Background: an optimization exercise with open tools, aiming at small area, a short achievable clock period and few clock cycles. Do not read the settings as production practice.
Function was checked by simulation only, so behaviour that the tests miss may differ from the original.

==> flow/design.v <==
module comp_step_engine #(
    parameter int STATE_BYTES = 16,
    parameter int ROM_BYTES   = 82,
    parameter int ADDR_W      = 8,
    parameter int CNT_W       = 8
) (
    input  logic                     clk,
    input  logic                     rst,
    input  logic [8*ROM_BYTES-1:0]   rom,
    input  logic                     cmd_valid,
    output logic                     cmd_ready,
    input  logic [1:0]               cmd_op,
    input  logic                     cmd_rule,
    input  logic [ADDR_W-1:0]        cmd_addr,
    input  logic [CNT_W-1:0]         cmd_count,
    output logic                     busy,
    output logic                     done,
    output logic                     match,
    output logic                     err,
    output logic [8*STATE_BYTES-1:0] state_out
);
    localparam int N     = 8 * STATE_BYTES;
    localparam logic [1:0] OP_LOAD    = 2'd0;
    localparam logic [1:0] OP_STEP    = 2'd1;
    localparam logic [1:0] OP_COMPARE = 2'd2;
    logic             run_q;
    logic [N-1:0]     cells_q, cells_d;
    logic [CNT_W-1:0] rem_q, rem_d;
    logic             rule_q;
    logic             match_q;
    logic             done_q, done_d;
    logic             err_q;
    logic             accept, acc_load, acc_step, acc_cmp;
    logic [N-1:0]     window;
    assign cmd_ready = ~run_q;
    assign busy      = run_q;
    assign accept    = cmd_valid & ~run_q;
    assign acc_load  = accept & (cmd_op == OP_LOAD);
    assign acc_step  = accept & (cmd_op == OP_STEP);
    assign acc_cmp   = accept & (cmd_op == OP_COMPARE);
    assign done      = done_q;
    assign err       = err_q;
    assign match     = match_q;
    assign state_out = cells_q;
    localparam int W65 = 47, W4 = 31, W3 = 23, W2 = 19, W1 = 17;
    logic [8*W65-1:0] t65_n;
    logic [8*W4-1:0]  t4;
    logic [8*W3-1:0]  t3_n;
    logic [8*W2-1:0]  t2;
    logic [8*W1-1:0]  t1_n;
    logic [STATE_BYTES-1:0] inrange;
    wire a6 = cmd_addr[6], a5 = cmd_addr[5];
    cse_aoi3 #(.W(8*18)) u_s65a (
        .a(rom[0 +: 8*18]), .b(rom[8*32 +: 8*18]), .c(rom[8*64 +: 8*18]),
        .sa(~a6 & ~a5), .sb(~a6 & a5), .sc(a6), .yn(t65_n[0 +: 8*18]));
    cse_aoi2 #(.W(8*29)) u_s65b (
        .a(rom[8*18 +: 8*29]), .b(rom[8*50 +: 8*29]),
        .sa(~a5), .sb(a5), .yn(t65_n[8*18 +: 8*29]));
    cse_oai2 #(.W(8*W4)) u_s4 (
        .an(t65_n[0 +: 8*W4]), .bn(t65_n[8*16 +: 8*W4]),
        .sa(cmd_addr[4]), .sb(~cmd_addr[4]), .y(t4));
    cse_aoi2 #(.W(8*W3)) u_s3 (
        .a(t4[0 +: 8*W3]), .b(t4[8*8 +: 8*W3]),
        .sa(~cmd_addr[3]), .sb(cmd_addr[3]), .yn(t3_n));
    cse_oai2 #(.W(8*W2)) u_s2 (
        .an(t3_n[0 +: 8*W2]), .bn(t3_n[8*4 +: 8*W2]),
        .sa(cmd_addr[2]), .sb(~cmd_addr[2]), .y(t2));
    cse_aoi2 #(.W(8*W1)) u_s1 (
        .a(t2[0 +: 8*W1]), .b(t2[8*2 +: 8*W1]),
        .sa(~cmd_addr[1]), .sb(cmd_addr[1]), .yn(t1_n));
    logic clr_in;
    assign clr_in = (cmd_op == OP_STEP) & cmd_rule & (|cmd_count[CNT_W-1:6]);
    always_comb
        for (int j = 0; j < STATE_BYTES; j++)
            inrange[j] = (cmd_addr < 8'(ROM_BYTES - j)) & ~clr_in;
    for (genvar j = 0; j < STATE_BYTES; j++) begin : g_s0
        cse_oai2 #(.W(8)) u_s0 (
            .an(t1_n[8*j +: 8]), .bn(t1_n[8*(j+1) +: 8]),
            .sa(~(inrange[j] & ~cmd_addr[0])), .sb(~(inrange[j] & cmd_addr[0])),
            .y(window[8*j +: 8]));
    end
    function automatic logic [3:0] gens(input logic [CNT_W-1:0] r, input logic rl);
        if (rl) gens = (r >= CNT_W'(11)) ? 4'd11 : r[3:0];
        else    gens = (r >= CNT_W'(7))  ? 4'd7  : r[3:0];
    endfunction
    logic             acc_clr;
    logic [3:0]       a0, ar;
    assign acc_clr = acc_step & clr_in;
    assign a0      = gens(cmd_count, cmd_rule);
    assign ar      = gens(rem_q, rule_q);
    logic       s4g_q, s4j_q, s8j_q, s4h_q, s2_q, s1_q;    
    logic       s4g, s4j, s8j, s4h, s2, s1, grule;
    always_comb begin
        if (run_q) begin
            {s4g, s4j, s8j, s4h, s2, s1} = {s4g_q, s4j_q, s8j_q, s4h_q, s2_q, s1_q};
            grule = rule_q;
        end else begin
            s4g   = a0[2] & ~cmd_rule;
            s4j   = a0[2] & cmd_rule;
            s8j   = a0[3];
            s4h   = ~a0[2] & ~a0[3];
            s2    = a0[1];
            s1    = a0[0];
            grule = cmd_rule;
        end
    end
    logic [N-1:0] g1, g2, g3, g4, j4, j8, x4, g5, g6, x2_n, g7_n, x1;
    cse_gen0 #(.N(N)) u_g1 (.c(cells_q), .y(g1));
    cse_gen0 #(.N(N)) u_g2 (.c(g1),      .y(g2));
    cse_gen0 #(.N(N)) u_g3 (.c(g2),      .y(g3));
    cse_gen0 #(.N(N)) u_g4 (.c(g3),      .y(g4));
    cse_jump #(.N(N), .D(4))  u_j4  (.c(cells_q), .y(j4));
    cse_jump #(.N(N), .D(8))  u_j8  (.c(cells_q), .y(j8));
    cse_nao4 #(.W(N)) u_x4 (.a(g4), .b(j4), .c(j8), .d(cells_q),
                            .sa(s4g), .sb(s4j), .sc(s8j), .sd(s4h), .y(x4));
    cse_gen #(.N(N), .IN_N(0), .OUT_N(0)) u_g5 (.c(x4), .rl(grule), .y(g5));
    cse_gen #(.N(N), .IN_N(0), .OUT_N(0)) u_g6 (.c(g5), .rl(grule), .y(g6));
    cse_aoi2 #(.W(N)) u_x2 (.a(g6), .b(x4), .sa(s2), .sb(~s2), .yn(x2_n));
    cse_gen #(.N(N), .IN_N(1), .OUT_N(1)) u_g7 (.c(x2_n), .rl(grule), .y(g7_n));
    cse_oai2 #(.W(N)) u_x1 (.an(g7_n), .bn(x2_n), .sa(~s1), .sb(s1), .y(x1));
    logic sel_ld, sel_step;
    assign sel_ld   = acc_load | acc_clr;
    assign sel_step = (run_q | acc_step) & ~acc_clr;
    cse_nao3 #(.W(N)) u_ld (.a(window), .b(x1), .c(cells_q),
                           .sa(sel_ld), .sb(sel_step), .sc(~(sel_ld | sel_step)), .y(cells_d));
    always_comb begin
        if (run_q) begin
            rem_d  = rem_q - CNT_W'(ar);
            done_d = (rem_q == CNT_W'(ar));
        end else begin
            rem_d  = cmd_count - CNT_W'(a0);
            done_d = accept & ~(acc_step & ~acc_clr & (cmd_count != CNT_W'(a0)));
        end
    end
    logic [N-1:0]   eqb;
    logic [N/4-1:0] eq4_n;
    logic [N/8-1:0] eq8;
    logic [N/32-1:0] eq32_n;
    logic [N/64-1:0] eq64;
    logic           same;
    cse_xnor  #(.W(N))    u_eq   (.a(cells_q), .b(window), .y(eqb));
    cse_nand4 #(.W(N/4))  u_eq4  (.a(eqb[0 +: N/4]), .b(eqb[N/4 +: N/4]),
                                  .c(eqb[N/2 +: N/4]), .d(eqb[3*N/4 +: N/4]), .y(eq4_n));
    cse_nor2  #(.W(N/8))  u_eq8  (.a(eq4_n[0 +: N/8]), .b(eq4_n[N/8 +: N/8]), .y(eq8));
    cse_nand4 #(.W(N/32)) u_eq32 (.a(eq8[0 +: N/32]), .b(eq8[N/32 +: N/32]),
                                  .c(eq8[N/16 +: N/32]), .d(eq8[3*N/32 +: N/32]), .y(eq32_n));
    cse_nor2  #(.W(N/64)) u_eq64 (.a(eq32_n[0 +: N/64]), .b(eq32_n[N/64 +: N/64]), .y(eq64));
    assign same = &eq64;
    logic       nrule;
    logic [3:0] nsel;
    assign nrule = run_q ? rule_q : cmd_rule;
    assign nsel  = gens(rem_d, nrule);
    always_ff @(posedge clk or posedge rst) begin
        if (rst) begin
            s4g_q   <= 1'b0;
            s4j_q   <= 1'b0;
            s8j_q   <= 1'b0;
            s4h_q   <= 1'b1;
            s2_q    <= 1'b0;
            s1_q    <= 1'b0;
        end else begin
            s4g_q   <= nsel[2] & ~nrule;
            s4j_q   <= nsel[2] & nrule;
            s8j_q   <= nsel[3];
            s4h_q   <= ~nsel[2] & ~nsel[3];
            s2_q    <= nsel[1];
            s1_q    <= nsel[0];
        end
    end
    always_ff @(posedge clk or posedge rst) begin
        if (rst) begin
            run_q   <= 1'b0;
            cells_q <= '0;
            rem_q   <= '0;
            rule_q  <= 1'b0;
            match_q <= 1'b0;
            done_q  <= 1'b0;
            err_q   <= 1'b0;
        end else begin
            run_q   <= run_q ? ~done_d : (acc_step & ~done_d);
            cells_q <= cells_d;
            if (run_q || acc_step) rem_q <= rem_d;
            if (acc_step) rule_q <= cmd_rule;
            if (acc_cmp) match_q <= same;
            done_q  <= done_d;
            err_q   <= accept & (cmd_op == 2'd3);
        end
    end
endmodule
module cse_aoi2 #(parameter int W = 8) (
    input  logic [W-1:0] a, b,
    input  logic         sa, sb,
    output logic [W-1:0] yn
);
    assign yn = ~((a & {W{sa}}) | (b & {W{sb}}));
endmodule
module cse_aoi3 #(parameter int W = 8) (
    input  logic [W-1:0] a, b, c,
    input  logic         sa, sb, sc,
    output logic [W-1:0] yn
);
    assign yn = ~((a & {W{sa}}) | (b & {W{sb}}) | (c & {W{sc}}));
endmodule
module cse_oai2 #(parameter int W = 8) (
    input  logic [W-1:0] an, bn,
    input  logic         sa, sb,
    output logic [W-1:0] y
);
    assign y = ~((an | {W{sa}}) & (bn | {W{sb}}));
endmodule
module cse_nao3 #(parameter int W = 8) (
    input  logic [W-1:0] a, b, c,
    input  logic         sa, sb, sc,
    output logic [W-1:0] y
);
    logic [W-1:0] an, bn, cn;
    cse_nand2 #(.W(W)) u_a (.a(a), .s(sa), .y(an));
    cse_nand2 #(.W(W)) u_b (.a(b), .s(sb), .y(bn));
    cse_nand2 #(.W(W)) u_c (.a(c), .s(sc), .y(cn));
    cse_nand3 #(.W(W)) u_y (.a(an), .b(bn), .c(cn), .y(y));
endmodule
module cse_nao4 #(parameter int W = 8) (
    input  logic [W-1:0] a, b, c, d,
    input  logic         sa, sb, sc, sd,
    output logic [W-1:0] y
);
    logic [W-1:0] an, bn, cn, dn;
    cse_nand2 #(.W(W)) u_a (.a(a), .s(sa), .y(an));
    cse_nand2 #(.W(W)) u_b (.a(b), .s(sb), .y(bn));
    cse_nand2 #(.W(W)) u_c (.a(c), .s(sc), .y(cn));
    cse_nand2 #(.W(W)) u_d (.a(d), .s(sd), .y(dn));
    cse_nand4 #(.W(W)) u_y (.a(an), .b(bn), .c(cn), .d(dn), .y(y));
endmodule
module cse_nand4 #(parameter int W = 8) (
    input  logic [W-1:0] a, b, c, d,
    output logic [W-1:0] y
);
    assign y = ~(a & b & c & d);
endmodule
module cse_xnor #(parameter int W = 8) (
    input  logic [W-1:0] a, b,
    output logic [W-1:0] y
);
    assign y = ~(a ^ b);
endmodule
module cse_nor2 #(parameter int W = 8) (
    input  logic [W-1:0] a, b,
    output logic [W-1:0] y
);
    assign y = ~(a | b);
endmodule
module cse_nand2 #(parameter int W = 8) (
    input  logic [W-1:0] a,
    input  logic         s,
    output logic [W-1:0] y
);
    assign y = ~(a & {W{s}});
endmodule
module cse_nand3 #(parameter int W = 8) (
    input  logic [W-1:0] a, b, c,
    output logic [W-1:0] y
);
    assign y = ~(a & b & c);
endmodule
module cse_gen #(parameter int N = 128, parameter bit IN_N = 0, parameter bit OUT_N = 0) (
    input  logic [N-1:0] c,
    input  logic         rl,
    output logic [N-1:0] y
);
    logic [N-1:0] s;
    assign s = IN_N ? ~c : c;
    always_comb
        for (int i = 0; i < N; i++)
            y[i] = OUT_N ^ s[(i + N - 1) % N] ^ (s[(i + 1) % N] & (s[i] | rl));
endmodule
module cse_gen0 #(parameter int N = 128) (
    input  logic [N-1:0] c,
    output logic [N-1:0] y
);
    always_comb
        for (int i = 0; i < N; i++)
            y[i] = c[(i + N - 1) % N] ^ (c[i] & c[(i + 1) % N]);
endmodule
module cse_jump #(parameter int N = 128, parameter int D = 32) (
    input  logic [N-1:0] c,
    output logic [N-1:0] y
);
    always_comb
        for (int i = 0; i < N; i++)
            y[i] = c[(i + N - D) % N] ^ c[(i + D) % N];
endmodule
==> flow/flow/run.sh <==
#!/bin/bash
set -euo pipefail
work=$(pwd)
export FLOW_WORK="$work"
export FLOW_ABC_SCRIPT="$work/flow/area.abc"
bash "$work/standard.sh" SYNTH_SCRIPT="$work/flow/synth_wrap.tcl" \
  BUFFER_PORTS_ARGS="-buffer_cell sky130_fd_sc_hd__buf_1" MATCH_CELL_FOOTPRINT=0 finish > "$work/flow_make.log" 2>&1
==> flow/flow/area.abc <==
&get -n
&st
&dch
&nf -R 1000
&put
==> flow/flow/synth_wrap.tcl <==
proc abc {args} {
  set i [lsearch -exact $args -script]
  set area $args
  if { $i >= 0 } { lset area [expr {$i + 1}] $::env(FLOW_ABC_SCRIPT) }
  yosys abc {*}$args $::env(FLOW_TOP)
  yosys abc {*}$area $::env(FLOW_TOP) %n
}
source $::env(FLOW_WORK)/synth_recipe.tcl
==> flow/standard.sh <==
#!/bin/bash
# synth_recipe.tcl (not shown) runs the flow's synth.tcl, then flattens the netlist and writes it again
# the make line also repeats each setting of config.mk as NAME=value (left out here)
make -C /OpenROAD-flow-scripts/flow DESIGN_CONFIG=/design/flow/config.mk WORK_HOME=/design/flow/orfs CLKGATE_MAP_FILE= SYNTH_SCRIPT=/design/flow/synth_recipe.tcl "${@:-finish}"
==> flow/config.mk <==
export PLATFORM = sky130hd
export DESIGN_NAME = comp_step_engine
export DESIGN_NICKNAME = comp_step_engine
export VERILOG_FILES = /design/flow/design.v
export SDC_FILE = /design/flow/constraint.sdc
export NUM_CORES = 4
export LEC_CHECK = 0
export CAP_MARGIN = 30
export CELL_PAD_IN_SITES_DETAIL_PLACEMENT = 1
export CORE_MARGIN = 2
export CORE_UTILIZATION = 35
export SETUP_SLACK_MARGIN = 4.5
export SLEW_MARGIN = 30
export SYNTH_HIERARCHICAL = 1
==> flow/constraint.sdc <==
create_clock -name core_clock -period 10.0 [get_ports {clk}]
set_input_delay 2.0000 -clock core_clock [delete_from_list [all_inputs] [get_ports {clk}]]
set_output_delay 2.0000 -clock core_clock [all_outputs]
set_load 0.01 [all_outputs]
==> results.txt <==
-- per-stage QoR --
step | hold slack [ns] | setup TNS, ns | instances | utilization [%]
floorplan | 0.450 | -162.81 | 5266 | -
global placement | 0.473 | 0 | 7550 | 41.2
detailed placement | 0.483 | 0 | 7551 | 41.2
CTS | 0.504 | 0 | 7616 | 42.8
global route | 0.538 | 0 | 7817 | 46.7
finish | 0.505 | 0 | 7826 | 46.7
-- kinds of logic after synthesis --
logic type               count (synthesis)  synth area share [%]
flip-flops                             147                  10.2
multiplexers                             7                 0.215
buffers and inverters                   36                 0.406
AO/OA/AOI/OAI                         1953                  36.5
AND/OR/NAND/NOR                       1831                  21.1
XOR/XNOR                              1285                  31.2
adder cells (fa/ha/maj)                  7                 0.264
-- worst max-delay path by stage --
stage / from / end / slack [ns]
final: cmd_count[7] / cells_q[41] / 4.12
after global routing: cmd_count[7] / cells_q[97] / 4.02
after CTS: cmd_count[4] / cells_q[31] / 4.47
after detailed placement: cmd_rule / cells_q[1] / 2.79
after global placement: cmd_rule / cells_q[1] / 2.85
after floorplan: cmd_addr[5] / match_q / -1.67
-- layout by cell type, fill, tap and decap left out, types with 14 or more instances in the layout --
cell	netlist	layout
o21ai_0	289	212
xnor2_2	0	25
a22oi_2	0	245
buf_4	0	279
diode_2	0	22
clkbuf_16	0	29
o22ai_2	0	155
dfrtp_1	146	146
buf_12	0	16
o21ai_2	0	20
a21oi_1	140	137
nor2_1	37	30
nand4_1	165	165
nand2_2	0	23
xor2_1	386	386
o22ai_4	0	14
nand2_1	1451	1426
a22oi_1	680	435
buf_6	1	21
o21ai_1	1	57
buf_1	2	801
xnor2_1	899	874
nand3_1	134	133
o22ai_1	659	490
a222oi_1	144	144
-- state kept, by name, indices dropped and copies added (netlist names) --
signal,flops
cells_q,128
done_q,1
err_q,1
match_q,1
rem_q,8
rule_q,1
run_q,1
s1_q,1
s2_q,1
s4g_q,1
s4h_q,1
s4j_q,1
s8j_q,1
-- layer usage --
metal	GRT usage, %	part of all wire, %	vias up
met1	54.6	38	26700
li1	-	-	22500
met4	24.5	7.4	8
met5	0.951	0.10	-
met3	11.5	12	811
met2	66.0	43	3729
-- worst max-delay path, cell delays in order --
cell and delay [ns]:
clkbuf_2 0.18, nor4_4 0.42, nand2_2 0.18, o31ai_4 0.29, buf_4 0.17, clkbuf_16 0.24, nand2_1 0.17, nand4_1 0.25
o21ai_1 0.14, xnor2_1 0.41, o21ai_0 0.31, xnor2_1 0.22, a22oi_2 0.31, a21oi_1 0.13, xor2_1 0.18, o22ai_1 0.16
nand2_1 0.22, nand3_1 0.16
-- timing repair --
item,CTS,global route
pin swaps,26,190
gates cloned,8,13
endpoints found under the setup margin,129,129
gates resized for setup,176,504
buffers inserted,25,174
-- final cells by class --
type                    count  area, sq um
fillers                 13200        54300
repair buffers           1147         6240
clock buffers              19          443
inverters                  22          151
well taps                1368         1710
clock inverters            13          125
repair inverters            2         16.3
diodes                     22         55.1
flip-flops and latches    147         3680
multi-input cells        5086        35100
==> results.toml <==
[status]
status = "complete, no violations"

[worst_hold_path]
holdPathEnd = "cells_q[98]"
hp-start = "cells_q[98]"
hold_path_class = "reg2reg"
whs_path_depth = 2

[logic_synthesis]
syn_avg_cell_area_sq_um = 6.84
synthTopCellsByCount = "1451 x nand2_1, 899 x xnor2_1, 680 x a22oi_1"
synthCells = 5266
yosysTopAreaCellShare_pct = 21.9
synthesis.nets = 5951
synth_flop_cell = "dfrtp_1"
yosysWarnings = 12
synth_edf_count = 0
ys_async_sr_fraction_pct = 100
synthDistinctLibCells = 64
ys_top_cells_by_area = "xnor2_1 22%, nand2_1 15%, a22oi_1 14%, o22ai_1 11%, dfrtp_1 10%"
ys_seq_elements = 147
yosysMostFrequentCell = "nand2_1"
yosysTopAreaCell = "xnor2_1"
syn-cell-area_sq_mm = 0.0360
yosysSeqAreaShare_pct = 10.2

[route]
ant_nets = 0
wl_per_cell_um = 33.1
first_pass_iters = 10
drcViolationCount = 0
num_vias = 53800
drt_wl_total_um = 259000
drt_iter0_drc = 7351
via_per_inst = 6.88

[timing]
fin_ws_ns = 4.12
fin_skew_ns = 0.0250
finalHoldViolCount = 0
setup_viol = 0
period_share_pct = 58.8
relSlewSlack_pct = 28.1
min_period_ns = 5.88
rsz0062_at_grt = "yes"
drv_slew = 0
max_clock_freq_ghz = 0.170
worst_slew_pin_slew_ns = 1.08

[floorplanning]
start_util_pct = 35.4
coreArea_sq_mm = 0.102
ios = 811
die_h_um = 325
rows = 117
die_w_um = 325
die_area_sq_mm = 0.105

[cts]
path_clk_slew_ns = 0.09
cts_root_buf = "clkbuf_16"
cts_tree = "done"
htree_levels = 4
clkLatencyLatePin_ns = 0.49
cts_hold_buf = 0
cts.path.max_buffers = 2
cts_made_buffers = 17
cts_sinks = 147

[final_layout]
drive_above_1_share_pct = 14.3
finalInstanceArea_sq_mm = 0.0476
area_growth_pct = 32.0
layout.nets = 7108

[worst_setup_path]
rrSetupSlack_ns = 4.73
cp-start-kind = "primary input"
cp_data_required_time_ns = 10.43
end_kind = "flip-flop"
cp_data_arrival_time_ns = 6.31
crit_fanout = 64
timing.rr.end = "cells_q[5]"
r2r_cells = 20
worstReg2RegStart = "cells_q[8]"
worst-setup-path-type = "in2reg"

[global_routing]
grt_pass1_wl_um = 343000
antenna_found_initial = 26
grt.total_usage_pct = 43.2
overflow = 0
grt_pass1_vias = 49100
grt_max_degree = 151

[placed_design]
place.gp.congestion = 1.07
port-buffer-count = 810
place_area_sq_mm = 0.0420
hpwlAfterDp_um = 183000
dp_slack_ns = 2.79

[run]
cap_violations = 0
Testbench counts, summed over its fixed seeds: cycles 7,108.

-- afterwards: timing with drivers on the ports --
No port has a modelled driver above. Below, the same layout with a new extraction and two added sets of constraints.
Step 1 sets driving cells, clkbuf_16 on the clock port and buf_2 on the other inputs (assumed; they add their load-dependent delay and slew).
Step 2, shift: input delay + t, output delay - t, t = (earliest + latest rising clock arrival at the registers) / 2. This alone moves slack from input paths to output paths.
a / b / c = ideal / step 1 / step 2; a / b = the first two.
t (ns): 0.547
setup WS [ns]: 4.116 / 4.144 / 3.597
clock arrival spread, ns: 0.028 / 0.028
worst slew at a driven data input, ns: 0.36
After both steps setup and hold are still met in this run. The setup slack of this run moves by +0.028 ns with the drivers and by -0.519 ns with both steps.
